This is an optimization exercise on Yosys and OpenROAD, whose aim is small area, a short achievable clock period and few clock cycles, not a production implementation. The RTL was checked by simulation tests, not by an equivalence proof against the original design.

File: flow/design.v
module calc_core #(
  parameter  int WIDTH = 32,
  localparam int NIB   = WIDTH / 4,
  localparam int SHW   = $clog2(WIDTH)
) (
  input  logic               clk,
  input  logic               rst,
  input  logic [NIB-1:0]     inc_pulse,
  input  logic               dec,
  input  logic               sel,
  input  logic [3:0]         op,
  input  logic               start,
  output logic               busy,
  output logic               done,
  output logic [WIDTH-1:0]   opa,
  output logic [WIDTH-1:0]   opb,
  output logic [2*WIDTH-1:0] result,
  output logic [2*WIDTH-1:0] last_result,
  output logic               zf,
  output logic               sf,
  output logic               cf,
  output logic               of,
  output logic               err
);
  localparam int W  = 32;
  localparam int W2 = 64;
  logic [W-1:0]  opa_q, opb_q;
  logic [W2-1:0] res_q, last_q;
  logic          zf_q, sf_q, cf_q, of_q, err_q, done_q;
  logic          busy_q;
  logic [2:0]    md_q;
  logic [4:0]    cnt_q;
  logic [W-1:0]  ph_q, pc_q, pl_q;
  logic          cy_q;
  logic [4:0]    lza_q, lzb_q;    
  logic          bo_q;            
  localparam logic [2:0] M_MUL = 3'd0, M_MFIN = 3'd1,
                         M_DIV = 3'd3, M_SHF = 3'd4;
  logic m_mul, m_mfin, m_div, m_shf;
  assign m_mul  = busy_q && (md_q == M_MUL);
  assign m_mfin = busy_q && (md_q == M_MFIN);
  assign m_div  = busy_q && (md_q == M_DIV);
  assign m_shf  = busy_q && (md_q == M_SHF);
  logic [W-1:0] a, b, x;
  logic [4:0]   s;
  assign a = opa_q;
  assign b = opb_q;
  assign x = res_q[W-1:0];
  assign s = opb_q[4:0];
  logic [W:0]   sum_w;
  logic [W-1:0] ad_a, ad_b;
  logic         ad_c;
  assign ad_a  = busy_q ? ph_q : a;
  assign ad_b  = busy_q ? pc_q : b;
  assign ad_c  = busy_q & cy_q;
  logic [W+1:0] sum_x;
  assign sum_x = {1'b0, ad_a, ad_c} + {1'b0, ad_b, ad_c};
  assign sum_w = sum_x[W+1:1];
  logic [W:0]   dif_w;
  logic [W-1:0] su_a, su_b;
  logic         ltu, lts;
  assign su_a  = busy_q ? ph_q : a;
  assign su_b  = busy_q ? pc_q : b;
  assign dif_w = {1'b0, su_a} - {1'b0, su_b};
  assign ltu   = dif_w[W];
  assign lts   = (a[W-1] ^ b[W-1]) ? a[W-1] : dif_w[W-1];
  function automatic logic [W-1:0] rev(input logic [W-1:0] v);
    for (int i = 0; i < W; i++) rev[i] = v[W-1-i];
  endfunction
  logic          sh_left, sh_rot, sh_ar;
  logic [4:0]    ro_s;
  logic [W-1:0]  ro_in, ro_w, lomask, ro_m, sh_r;
  assign sh_left = ~busy_q | (cnt_q[1] ^ cnt_q[0]);    
  assign sh_rot  = busy_q & (cnt_q[1:0] == 2'b01);     
  assign sh_ar   = busy_q & (cnt_q[1:0] == 2'b00) & x[W-1];   
  assign ro_in   = ~busy_q ? rev(b) : (sh_left ? rev(x) : x);
  assign ro_s    = ~busy_q ? dd : s;
  assign ro_w    = W'({ro_in, ro_in} >> ro_s);
  assign lomask  = {W{1'b1}} >> ro_s;
  assign ro_m    = sh_rot ? ro_w : (ro_w & lomask) | ({W{sh_ar}} & ~lomask);
  assign sh_r    = sh_left ? rev(ro_m) : ro_m;
  logic [W-1:0] hm_s, lm_s;
  logic         sh_z;
  assign lm_s = {W{1'b1}} >> s;
  assign hm_s = {W{1'b1}} << s;
  always_comb begin
    unique case (cnt_q[1:0])
      2'b10:   sh_z = ((x & lm_s) == '0);
      2'b11:   sh_z = ((x & hm_s) == '0);
      2'b00:   sh_z = ((x & hm_s) == '0) & ~x[W-1];
      default: sh_z = (x == '0);
    endcase
  end
  logic [W-1:0]  m_s, m_c, m_lo;
  logic [W+3:0]  pp0, pp1, pp2, pp3, s1, c1, s2, c2, s3, c3, s4, c4;
  logic [4:0]    m_low;
  assign m_s  = busy_q ? ph_q : '0;
  assign m_c  = busy_q ? pc_q : '0;
  assign m_lo = busy_q ? pl_q : b;
  assign pp0  = {4'b0, a & {W{m_lo[0]}}};
  assign pp1  = {3'b0, a & {W{m_lo[1]}}, 1'b0};
  assign pp2  = {2'b0, a & {W{m_lo[2]}}, 2'b0};
  assign pp3  = {1'b0, a & {W{m_lo[3]}}, 3'b0};
  always_comb begin
    s1 = {4'b0, m_s} ^ {4'b0, m_c} ^ pp0;
    c1 = (({4'b0, m_s} & {4'b0, m_c}) | ({4'b0, m_s} & pp0) |
          ({4'b0, m_c} & pp0)) << 1;
    s2 = pp1 ^ pp2 ^ pp3;
    c2 = ((pp1 & pp2) | (pp1 & pp3) | (pp2 & pp3)) << 1;
    s3 = s1 ^ c1 ^ s2;
    c3 = ((s1 & c1) | (s1 & s2) | (c1 & s2)) << 1;
    s4 = s3 ^ c3 ^ c2;
    c4 = ((s3 & c3) | (s3 & c2) | (c3 & c2)) << 1;
  end
  assign m_low = {1'b0, s4[3:0]} + {1'b0, c4[3:0]} + {4'b0, busy_q & cy_q};
  logic         d_ge;
  logic [W-1:0] d_hi, d_lo;
  assign d_ge = ~dif_w[W];
  assign d_hi = d_ge ? dif_w[W-1:0] : ph_q;
  assign d_lo = {pl_q[W-2:0], d_ge};
  function automatic logic [4:0] lzc(input logic [W-1:0] v);
    logic [15:0] u16;
    logic [7:0]  u8;
    logic [3:0]  u4;
    logic [1:0]  u2;
    lzc[4] = (v[31:16] == '0);
    u16    = lzc[4] ? v[15:0] : v[31:16];
    lzc[3] = (u16[15:8] == '0);
    u8     = lzc[3] ? u16[7:0] : u16[15:8];
    lzc[2] = (u8[7:4] == '0);
    u4     = lzc[2] ? u8[3:0] : u8[7:4];
    lzc[1] = (u4[3:2] == '0);
    u2     = lzc[1] ? u4[1:0] : u4[3:2];
    lzc[0] = ~u2[1];
  endfunction
  logic [4:0]   dd;
  assign dd = (lzb_q >= lza_q) ? lzb_q - lza_q : 5'd0;
  logic a_z, b_z;
  assign a_z = (a == '0);
  assign b_z = (b == '0);
  logic [3:0]   lut;
  logic [W-1:0] lg_r;
  always_comb begin
    unique case (op)
      4'h4:    lut = 4'b1000;
      4'h5:    lut = 4'b1110;
      4'h6:    lut = 4'b0001;
      4'h7:    lut = 4'b0011;
      default: lut = 4'b1100;    
    endcase
    for (int i = 0; i < W; i++) lg_r[i] = lut[{a[i], b[i]}];
  end
  logic [W-1:0] alu_r;
  logic         alu_z, alu_c, alu_o;
  always_comb begin
    alu_r = '0;
    alu_z = 1'b0;
    alu_c = 1'b0;
    alu_o = 1'b0;
    unique case (op)
      4'h0: begin
        alu_r = sum_w[W-1:0];
        alu_z = ((a ^ b) == {(a[W-2:0] | b[W-2:0]), 1'b0});
        alu_c = sum_w[W];
        alu_o = (a[W-1] == b[W-1]) && (sum_w[W-1] != a[W-1]);
      end
      4'h1: begin
        alu_r = dif_w[W-1:0];
        alu_z = (a == b);
        alu_c = ~dif_w[W];
        alu_o = (a[W-1] != b[W-1]) && (dif_w[W-1] != a[W-1]);
      end
      4'h8:    begin alu_r = W'(lts); alu_z = ~lts;          end
      4'h9:    begin alu_r = W'(ltu); alu_z = ~ltu;          end
      default: begin alu_r = lg_r;    alu_z = (lg_r == '0);  end
    endcase
  end
  logic [W-1:0] tg_a, tg_b;
  always_comb begin
    for (int i = 0; i < NIB; i++) begin
      logic [3:0] va, vb;
      va = opa_q[4*i +: 4] ^ {4{dec}};
      vb = opb_q[4*i +: 4] ^ {4{dec}};
      tg_a[4*i +: 4] = {&va[2:0], &va[1:0], va[0], 1'b1} & {4{inc_pulse[i]}};
      tg_b[4*i +: 4] = {&vb[2:0], &vb[1:0], vb[0], 1'b1} & {4{inc_pulse[i]}};
    end
  end
  logic [W-1:0]  opa_d, opb_d;
  logic [W2-1:0] res_d;
  logic [W-1:0]  ph_d, pc_d, pl_d;
  logic          cy_d;
  logic          fin, fin_z, fin_s, fin_c, fin_o, fin_e, err_only;
  logic          busy_d;
  logic [2:0]    md_d;
  logic [4:0]    cnt_d;
  always_comb begin
    opa_d    = opa_q;
    opb_d    = opb_q;
    res_d    = res_q;
    ph_d     = s4[W+3:4];
    pc_d     = c4[W+3:4];
    pl_d     = {m_low[3:0], m_lo[W-1:4]};
    cy_d     = m_low[4];
    busy_d   = busy_q;
    md_d     = md_q;
    cnt_d    = cnt_q;
    fin      = 1'b0;
    err_only = 1'b0;
    fin_z    = 1'b0;
    fin_s    = 1'b0;
    fin_c    = 1'b0;
    fin_o    = 1'b0;
    fin_e    = 1'b0;
    if (!busy_q) begin
      if (start) begin
        if (op == 4'h2) begin
          busy_d = 1'b1;
          md_d   = M_MUL;
          cnt_d  = 5'd6;
        end else if (op == 4'h3 && b_z) begin
          fin   = 1'b1;
          res_d = {{W{1'b1}}, a};
          fin_s = a[W-1];
          fin_e = 1'b1;
        end else if (op == 4'h3) begin
          busy_d = 1'b1;
          md_d   = M_DIV;
          cnt_d  = dd;
          ph_d   = a;
          pc_d   = sh_r;
          pl_d   = '0;
        end else if (op[3:1] == 3'b101 || op[3:1] == 3'b110) begin
          busy_d = 1'b1;
          md_d   = M_SHF;
          cnt_d  = {3'b0, op[1:0]};
        end else if (op == 4'hF) begin
          err_only = 1'b1;
        end else begin
          fin   = 1'b1;
          res_d = {{W{1'b0}}, alu_r};
          fin_z = alu_z;
          fin_s = alu_r[W-1];
          fin_c = alu_c;
          fin_o = alu_o;
        end
      end else begin
        opa_d = opa_q ^ (tg_a & ~{W{sel}});
        opb_d = opb_q ^ (tg_b & {W{sel}});
      end
    end else begin
      unique case (md_q)
        M_MUL: begin
          cnt_d = cnt_q - 5'd1;
          if (cnt_q == 5'd0) md_d = M_MFIN;
        end
        M_MFIN: begin
          busy_d = 1'b0;
          fin    = 1'b1;
          res_d  = {sum_w[W-1:0], pl_q};
          fin_z  = a_z | b_z;
          fin_s  = sum_w[W-1];
        end
        M_DIV: begin
          ph_d  = d_hi;
          pc_d  = pc_q >> 1;
          pl_d  = d_lo;
          cnt_d = cnt_q - 5'd1;
          if (cnt_q == 5'd0) begin
            busy_d = 1'b0;
            fin    = 1'b1;
            res_d  = {d_lo, d_hi};
            fin_z  = a_z;
            fin_s  = d_hi[W-1];
          end
        end
        default: begin
          busy_d = 1'b0;
          fin    = 1'b1;
          res_d  = {{W{1'b0}}, sh_r};
          fin_z  = sh_z;
          fin_s  = sh_r[W-1];
        end
      endcase
    end
  end
  always_ff @(posedge clk or posedge rst) begin
    if (rst) begin
      opa_q  <= '0;
      opb_q  <= '0;
      res_q  <= '0;
      last_q <= '0;
      zf_q   <= 1'b0;
      sf_q   <= 1'b0;
      cf_q   <= 1'b0;
      of_q   <= 1'b0;
      err_q  <= 1'b0;
      done_q <= 1'b0;
      busy_q <= 1'b0;
      md_q   <= M_MUL;
      cnt_q  <= '0;
      lza_q  <= 5'd31;
      lzb_q  <= 5'd31;
      bo_q   <= 1'b0;
    end else begin
      opa_q  <= opa_d;
      opb_q  <= opb_d;
      busy_q <= busy_d;
      md_q   <= md_d;
      cnt_q  <= cnt_d;
      lza_q  <= lzc(opa_d);
      lzb_q  <= lzc(opb_d);
      bo_q   <= busy_q ? ~fin
                       : start & (op == 4'h2 || (op == 4'h3 && !b_z) ||
                                  op[3:1] == 3'b101 || op[3:1] == 3'b110);
      done_q <= fin | err_only;
      if (fin) begin
        res_q  <= res_d;
        last_q <= res_q;
        zf_q   <= fin_z;
        sf_q   <= fin_s;
        cf_q   <= fin_c;
        of_q   <= fin_o;
      end
      if (fin | err_only) err_q <= fin_e | err_only;
    end
  end
  always_ff @(posedge clk) begin
    ph_q <= ph_d;
    pc_q <= pc_d;
    pl_q <= pl_d;
    cy_q <= cy_d;
  end
  assign busy        = bo_q;
  assign done        = done_q;
  assign opa         = opa_q;
  assign opb         = opb_q;
  assign result      = res_q;
  assign last_result = last_q;
  assign zf          = zf_q;
  assign sf          = sf_q;
  assign cf          = cf_q;
  assign of          = of_q;
  assign err         = err_q;
endmodule
File: flow/run.sh
#!/bin/bash
# synth_recipe.tcl (not shown) runs the flow's synth.tcl, then flattens the netlist and writes it again
# the make line also repeats each setting of config.mk as NAME=value (left out here)
make -C /OpenROAD-flow-scripts/flow DESIGN_CONFIG=/design/flow/config.mk WORK_HOME=/design/flow/orfs CLKGATE_MAP_FILE= SYNTH_SCRIPT=/design/flow/synth_recipe.tcl finish
File: flow/config.mk
export PLATFORM = sky130hd
export DESIGN_NAME = calc_core
export DESIGN_NICKNAME = calc_core
export VERILOG_FILES = /design/flow/design.v
export SDC_FILE = /design/flow/constraint.sdc
export NUM_CORES = 4
export LEC_CHECK = 0
export ABC_AREA = 1
export CAP_MARGIN = 40
export CORE_MARGIN = 2
export CORE_UTILIZATION = 40
export SETUP_SLACK_MARGIN = 3.5
export SLEW_MARGIN = 20
File: flow/constraint.sdc
create_clock -name core_clock -period 8.0 [get_ports {clk}]
set_input_delay 1.6000 -clock core_clock [delete_from_list [all_inputs] [get_ports {clk}]]
set_output_delay 1.6000 -clock core_clock [all_outputs]
set_load 0.01 [all_outputs]
==> impl_metrics.yaml, run 1 <==
synthesis:
  synth_area_um2: 31300
  synth_seq_area_share_pct: 23.6
  ys_dominant_reg_cell: "dfrtp_1"
  ys_ff_latch: 315
  ys_types: 64
  yosys.area.top_type_share_pct: 16.6
  syn_avg_cell_area_um2: 6.41
  synth_warnings: 1
  synthTopCellsByArea: "dfrtp_1 17%, nand2_1 15%, nand3_1 9.1%"
  synth_edf_count: 0
  synthCells: 4888
  syn_nets: 5145
  yosysTopAreaCell: "dfrtp_1"
  synthArstFlopShare_pct: 69.2
placement:
  port_buffers: 215
  post-place-cells: 5999
  gp_congestion: 1.11
  dp_hpwl_mm: 145
drt:
  routed-via-count: 37600
  firstDrtPassIters: 9
  ant_nets: 0
  route.detailed.drc: 0
  routedWlPerCell_um: 30.2
  dr.first_iter.drc_count: 6081
  via_per_inst: 6.12
  finalWirelength_mm: 185
sta:
  slew_viol_final: 0
  fin_crit_sh_pct: 57.8
  hold_violations: 0
  fin_tns_setup_ns: 0
  clock-skew-final_ns: 0.0479
  setup_violations: 0
  fin_hold_ws_ns: 0.480
  max_freq_mhz: 216
  tightest_slew_ns: 0.936
  relSlewSlack_pct: 37.6
  grt_setup_unrepaired: "yes"
  min_period_ns: 4.63
clock_tree:
  cts.path.max_buffers: 3
  ctsRootBufferMaster: "clkbuf_16"
  clk_latency_ns: 0.62
  cts_tree: "done"
  numCtsBuffers: 41
  path_clk_slew_ns: 0.06
  cts.sinks: 315
  h-tree-depth: 2
die:
  ios: 216
  start_util_pct: 40.5
  die_area_um2: 80600
  die_h_um: 284
  core_area_um2: 77500
  die_x_um: 284
  num_rows: 102
critical_path:
  r2r_cells: 17
  critPathCaptureType: "register"
  critPathKind: "reg -> reg"
  critPathLaunch: "opa_q[28]$_DFF_PP0_"
  cp.required_ns: 8.44
  endpoint: "res_q[0]$_DFFE_PP0P_"
  cp_max_fo: 10
  cp-start-kind: "register"
  arrival_ns: 5.06
  reg2reg_to: "res_q[0]$_DFFE_PP0P_"
  rr_startpoint: "opa_q[28]$_DFF_PP0_"
  rrSetupSlack_ns: 3.37
grt:
  grt_max_degree: 163
  antenna_found_initial: 14
  grt.overflow.total: 0
  grtUsageTotal_pct: 44.3
  grt_pass1_wl_mm: 257
  grt_pass1_vias: 34300
finish:
  drive_gt1_share_pct: 8.05
  final_cell_count_no_fill: 6138
  multi_input_area_um2: 21000
  syn2layout_area_growth_pct: 18.7
  seqCellArea_um2: 7410
  nNetsFinal: 5319
  fill_cells: 8200
hold_path:
  hp-class: "reg -> reg"
outcome:
  status: "complete, no violations"
job:
  cap_violations: 0
[routing by layer]
metal	GRT usage, %	vias up	wire (µm)	share of wire, %
met3	13.7	477	25000	14
met2	62.4	2699	74600	40
met4	25.2	18	12700	6.9
met1	59.6	18000	73000	39
li1	-	16400	-	-
met5	0	-	110	0.059
[cell usage after synthesis (all sizes together) (3+ instances only)]
cell type / n
a22oi: 43
nor4: 24
xor2: 80
o211ai: 88
clkinv: 20
nand3: 570
inv: 601
a21boi: 3
a21o: 8
fa: 127
nand4: 70
a21oi: 200
xnor2: 11
nand3b: 15
dfrtp: 208
nand2: 1221
dfxtp: 97
clkbuf: 190
nor2: 478
o21ai: 429
o221ai: 6
a2111oi: 4
nor3: 36
o31ai: 7
a221oi: 8
dfstp: 10
ha: 113
or2: 27
o2111ai: 5
and3: 4
o21a: 7
a31oi: 12
a211oi: 12
buf: 63
o22ai: 64
o21bai: 10
and2: 3
[through the flow]
step	setup WS, ns	instance area, µm²	utilization [%]
floorplan	3.51	31400	-
global placement	2.23	34600	44.6
detailed placement	2.55	34800	44.9
CTS	3.40	36500	47.1
global route	3.45	37200	48.0
finish	3.37	37200	48.0
[sequential cells by signal (all words and copies together), names as in the netlist, 3 cells and up, named ones only]
register  count
last_q       64
res_q        64
pc_q         32
ph_q         32
pl_q         32
opa_q        31
opb_q        31
cnt_q         5
lza_q         5
lzb_q         5
md_q          3
[cells by family after synthesis]
kind of cell | synth area share (%)
buf+inv | 10.8
simple gates | 33.5
compound gates | 16.9
fa+ha+maj | 12.6
flops | 23.6
xor+xnor | 2.54
[worst max-delay path: stages, from the launching register on]
cell and delay [ns]:
dfrtp_1 0.61, clkinvlp_4 0.49, o21ai_1 0.60, ha_1 0.44
a21oi_1 0.22, nor2_1 0.06, o21ai_0 0.25, nand2_1 0.15
a21oi_1 0.29, nand3_1 0.28, nand3_1 0.26, nand2_1 0.07
nand2_1 0.06, nand3_1 0.07, nand2_1 0.11, nand2_1 0.06
nor2_1 0.31, a22oi_1 0.11
[final cells by class]
cell class,count,area share (%)
diodes,5,0.0336
clock buffers,61,3.17
clock inverters,13,0.454
inverters,621,6.45
multi-input cells,3701,56.3
flip-flops and latches,315,19.9
well taps,1040,3.50
repair buffers,382,10.1
[cell usage in the layout, fill, tap and decap left out, types with 33 or more instances in the layout]
cell type / instances
inv_1: 581
nor2_1: 431
ha_1: 107
a22oi_1: 43
dfxtp_1: 97
o211ai_1: 88
dfrtp_1: 207
buf_4: 129
a21oi_1: 188
xor2_1: 73
nand4_1: 70
nand3_1: 561
nand2_1: 1207
nor3_1: 33
o21ai_0: 405
o22ai_1: 63
clkdlybuf4s50_1: 210
fa_1: 126
clkbuf_16: 42
[worst min-delay path by stage]
stage,start,endpoint,slack [ns],cells after the start
global placement,last_q[31]$_DFFE_PP0N_,last_q[31]$_DFFE_PP0N_,0.47,2
global route,last_q[20]$_DFFE_PP0N_,last_q[20]$_DFFE_PP0N_,0.50,2
floorplan,pl_q[31]$_DFF_P_,pl_q[27]$_DFF_P_,0.47,2
detailed placement,last_q[22]$_DFFE_PP0N_,last_q[22]$_DFFE_PP0N_,0.47,2
CTS,last_q[22]$_DFFE_PP0N_,last_q[22]$_DFFE_PP0N_,0.49,2
finish,last_q[10]$_DFFE_PP0N_,last_q[10]$_DFFE_PP0N_,0.48,2
[what timing repair did]
action	4_1_cts	5_1_grt
hold buffers	0	0
endpoints found under the setup margin	169	149
cloned	0	3
setup buffers	21	32
pin swaps	7	13
gates resized for setup	52	81
Testbench counts, summed over its fixed seeds: cycles 28,512.
==> run 2, diff against run 1 <==
--- a/flow/config.mk
+++ b/flow/config.mk
@@ -9,5 +9,5 @@
 export CAP_MARGIN = 40
 export CORE_MARGIN = 2
 export CORE_UTILIZATION = 40
-export SETUP_SLACK_MARGIN = 3.5
+export SETUP_SLACK_MARGIN = 4.0
 export SLEW_MARGIN = 20
==> run 2 against run 1 <==
Sequential share of layout area fell by 1.3 points; synthesized cell count stayed put; clock skew decreased by 0.0084 ns; die area did not move; worst hold slack improved by 0.0016 ns; routed wire length up 1.7%; global-route usage down 0.57 points; utilization rose by 3.4 points; design area grew 7.0%; non-clock buffer count grew 79; final cell count grew 1.6%; via count rose by 4.2%; critical path type unchanged; largest cell class unchanged.
==> impl_metrics.yaml, run 2 <==
sta:
  relSlewSlack_pct: 35.0
  hold_violations: 0
  tightest_slew_ns: 0.971
  min_period_ns: 4.17
  grt_setup_unrepaired: "yes"
  fin_tns_setup_ns: 0
  clock-skew-final_ns: 0.0395
  max_freq_mhz: 240
  slew_viol_final: 0
  fin_crit_sh_pct: 52.1
  setup_violations: 0
synthesis:
  synth_top_family_by_area: "simple AND/OR/NAND/NOR gates"
  synth_compound_area_share_pct: 16.9
  synth_warnings: 1
  synthMostInstantiatedCell: "nand2_1"
  synth-xor-area-share_pct: 2.54
  syn_nets: 5145
  synthTopCellsByArea: "dfrtp_1 17%, nand2_1 15%, nand3_1 9.1%"
  ys_ff_latch: 315
  yosys.area.top_type_share_pct: 16.6
  synth_simple_gate_area_share_pct: 33.5
  synthArstFlopShare_pct: 69.2
  synth_edf_count: 0
  synth_area_um2: 31300
  synth_common_cells: "1213 x nand2_1, 593 x inv_1, 568 x nand3_1, 456 x nor2_1, 421 x o21ai_0"
  ys_dominant_reg_cell: "dfrtp_1"
  yosysTopAreaCell: "dfrtp_1"
  synth_seq_area_share_pct: 23.6
  synthCells: 4888
  ys_types: 64
  synth_fa_ha_area_share_pct: 12.6
  synth_mux_area_share_pct: 0
  syn_avg_cell_area_um2: 6.41
grt:
  grt_pass1_vias: 34800
  grt_max_degree: 127
  antenna_found_initial: 22
  grtUsageTotal_pct: 43.7
  grt_pass1_wl_mm: 255
  grt.overflow.total: 0
finish:
  drive_gt1_share_pct: 13.8
  layout_commonest_cell: "nand2_1"
  syn2layout_area_growth_pct: 27.0
  nNetsFinal: 5403
  fin_area_um2: 39800
  reg.largest.list: "last_q (64), res_q (64)"
  layout_common_cells: "1173 x nand2_1, 567 x inv_1, 535 x nand3_1"
  final_cell_count_no_fill: 6235
  fill_cells: 7989
critical_path:
  critPathSlowestCell: "dfrtp_4"
  critPathCaptureType: "register"
  critPathTopFamily: "simple AND/OR/NAND/NOR gates"
  arrival_ns: 4.68
  cp.required_ns: 8.51
  crit_buf_inv: 7
  cp-start-kind: "register"
  cp_max_fo: 13
  max_stage_delay_ns: 0.55
  cp_common_cell: "nand2_2"
  critPathKind: "reg -> reg"
  worstPathCellList: "buf_8 > nor2_4 > inv_1 > nand2_2 > ha_2 > inv_2 > fa_2 > nand3_2 > nand2_2 > nand3_1 > nand4_1 > buf_6 > nand2_2 > nand2_4 > nand3_4 > nand2_8 > buf_6 > clkbuf_16 > nand2_1 > o211ai_1 > buf_4 > a21oi_2 > nor2_1 > a22oi_1"
placement:
  post-place-cells: 5994
  placed_cell_area_um2: 34800
  gp_congestion: 1.17
  port_buffers: 215
  dp_hpwl_mm: 140
clock_tree:
  numCtsBuffers: 41
  path_clk_slew_ns: 0.06
  ctsRootBufferMaster: "clkbuf_16"
  cts_tree: "done"
  ctsHoldBuffers: 0
  clk_latency_ns: 0.62
  cts.path.max_buffers: 3
  cts.sinks: 315
  h-tree-depth: 2
die:
  die_area_um2: 80600
  num_rows: 102
  die_h_um: 284
  die_x_um: 284
  ios: 216
  core_area_um2: 77500
  start_util_pct: 40.5
outcome:
  status: "complete, no violations"
drt:
  dr.first_iter.drc_count: 6549
  via_per_inst: 6.28
  route.detailed.drc: 0
  ant_nets: 0
  finalWirelength_mm: 189
  routed-via-count: 39200
  firstDrtPassIters: 13
  routedWlPerCell_um: 30.3
job:
  cap_violations: 0
hold_path:
  hp-class: "reg -> reg"
==> run 2: cell types whose count changed in the layout (fill, tap and decap cells not counted), moves of 27 or more <==
cell / previous run / this run
o21ai_0: 405 / 367
ha_1: 107 / 80
nand2_1: 1207 / 1173
nor2_1: 431 / 395
buf_4: 129 / 162
==> run 2: cells by family (layout without fill, tap and decap cells) <==
logic type / count (synthesis) / after routing
xor+xnor: 91 / 91
fa+ha+maj: 240 / 240
compound gates: 918 / 918
buf+inv: 874 / 1158
other cells: 0 / 16
flops: 315 / 315
simple gates: 2450 / 2457
==> run 2: path summary, 6_finish.rpt <==
path | startpoint | end | slack [ns] | cells after the start
min in group asynchronous | rst | res_q[57]$_DFFE_PP0P_ | 1.40 | 2
worst min register to register | last_q[21]$_DFFE_PP0N_ | last_q[21]$_DFFE_PP0N_ | 0.48 | 2
max in group asynchronous | rst | async pin | 5.28 | 3
worst max-delay path | busy_q$_DFF_PP0_ | res_q[4]$_DFFE_PP0P_ | 3.83 | 24
worst min-delay path | last_q[21]$_DFFE_PP0N_ | last_q[21]$_DFFE_PP0N_ | 0.48 | 2
worst max register to register | busy_q$_DFF_PP0_ | res_q[4]$_DFFE_PP0P_ | 3.83 | 24
==> run 2: layout make-up <==
type	count	area (µm²)	share of cell area, %
antenna	16	40.0	0.101
clock buffer	57	1150	2.88
clock inverter	19	285	0.716
inverter	621	2440	6.12
multi-input combinational	3706	22200	55.8
sequential	315	7420	18.6
tap	1040	1300	3.27
timing repair buffer	461	4950	12.4
==> run 2: repair_timing <==
| item | 4_1_cts | 5_1_grt |
|---|---|---|
| pin swaps | 24 | 47 |
| buffers inserted | 59 | 61 |
| endpoints found under the setup margin | 180 | 166 |
| gates resized for setup | 206 | 332 |
| cloned | 5 | 22 |
==> run 2: metal layers <==
metal | global-route usage (%) | part of all wire [%] | up-vias
li1 | - | - | 16600
met1 | 55.5 | 37 | 18500
met2 | 60.9 | 39 | 3174
met3 | 18.2 | 15 | 818
met4 | 27.5 | 8.2 | 32
met5 | 0.893 | 0.26 | -
==> run 2: per-stage QoR <==
| stage | worst slack (ns) | utilization, % | hold slack, ns |
|---|---|---|---|
| 6_report | 3.83 | 51.4 | 0.481 |
| 5_1_grt | 3.81 | 51.4 | 0.501 |
| 4_1_cts | 3.92 | 48.5 | 0.485 |
| 3_5_place_dp | 2.77 | 44.9 | 0.472 |
| 3_3_place_gp | 2.21 | 44.5 | 0.465 |
| 2_1_floorplan | 3.57 | - | 0.469 |
==> run 2: worst register-to-register path, stage by stage, from the launching register on <==
cell	delay, ns
dfrtp_4	0.55
buf_8	0.19
nor2_4	0.19
inv_1	0.21
nand2_2	0.18
ha_2	0.21
inv_2	0.06
fa_2	0.37
nand3_2	0.10
nand2_2	0.08
nand3_1	0.09
nand4_1	0.09
buf_6	0.15
nand2_2	0.07
nand2_4	0.08
nand3_4	0.10
nand2_8	0.10
buf_6	0.17
clkbuf_16	0.19
nand2_1	0.09
o211ai_1	0.11
buf_4	0.23
a21oi_2	0.22
nor2_1	0.09
a22oi_1	0.17

static timing again, ports no longer ideal:
In the flow no input, the clock included, has a driving cell. The finished layouts below were timed again as built, in two steps. Step 1 sets driving cells, clkbuf_16 on the clock port and buf_2 on the other inputs (assumed; they add their load-dependent delay and slew). Step 2 moves the port delays by t, midway between the first and last clock arrival at a register: inputs arrive t later, outputs are due t later. That takes back most of the time a late clock gives input paths. Three values: ideal ports, drivers, drivers and shift; two values: the first two.
run | t (ns) | slack for setup (ns) | worst setup path at the end | slew at the worst register clock pin (ns) | pins driven straight from the clock port
run 1 | 0.674 | 3.373 / 3.373 / 2.868 | input to register | 0.07 / 0.07 | 1
run 2 | 0.679 | 3.830 / 3.830 / 3.167 | input to register | 0.07 / 0.07 | 1
After both steps setup and hold are still met in every run listed. For run 2, which loses most, drivers alone change the setup slack by 0.000 ns; drivers and shift together by -0.663 ns.
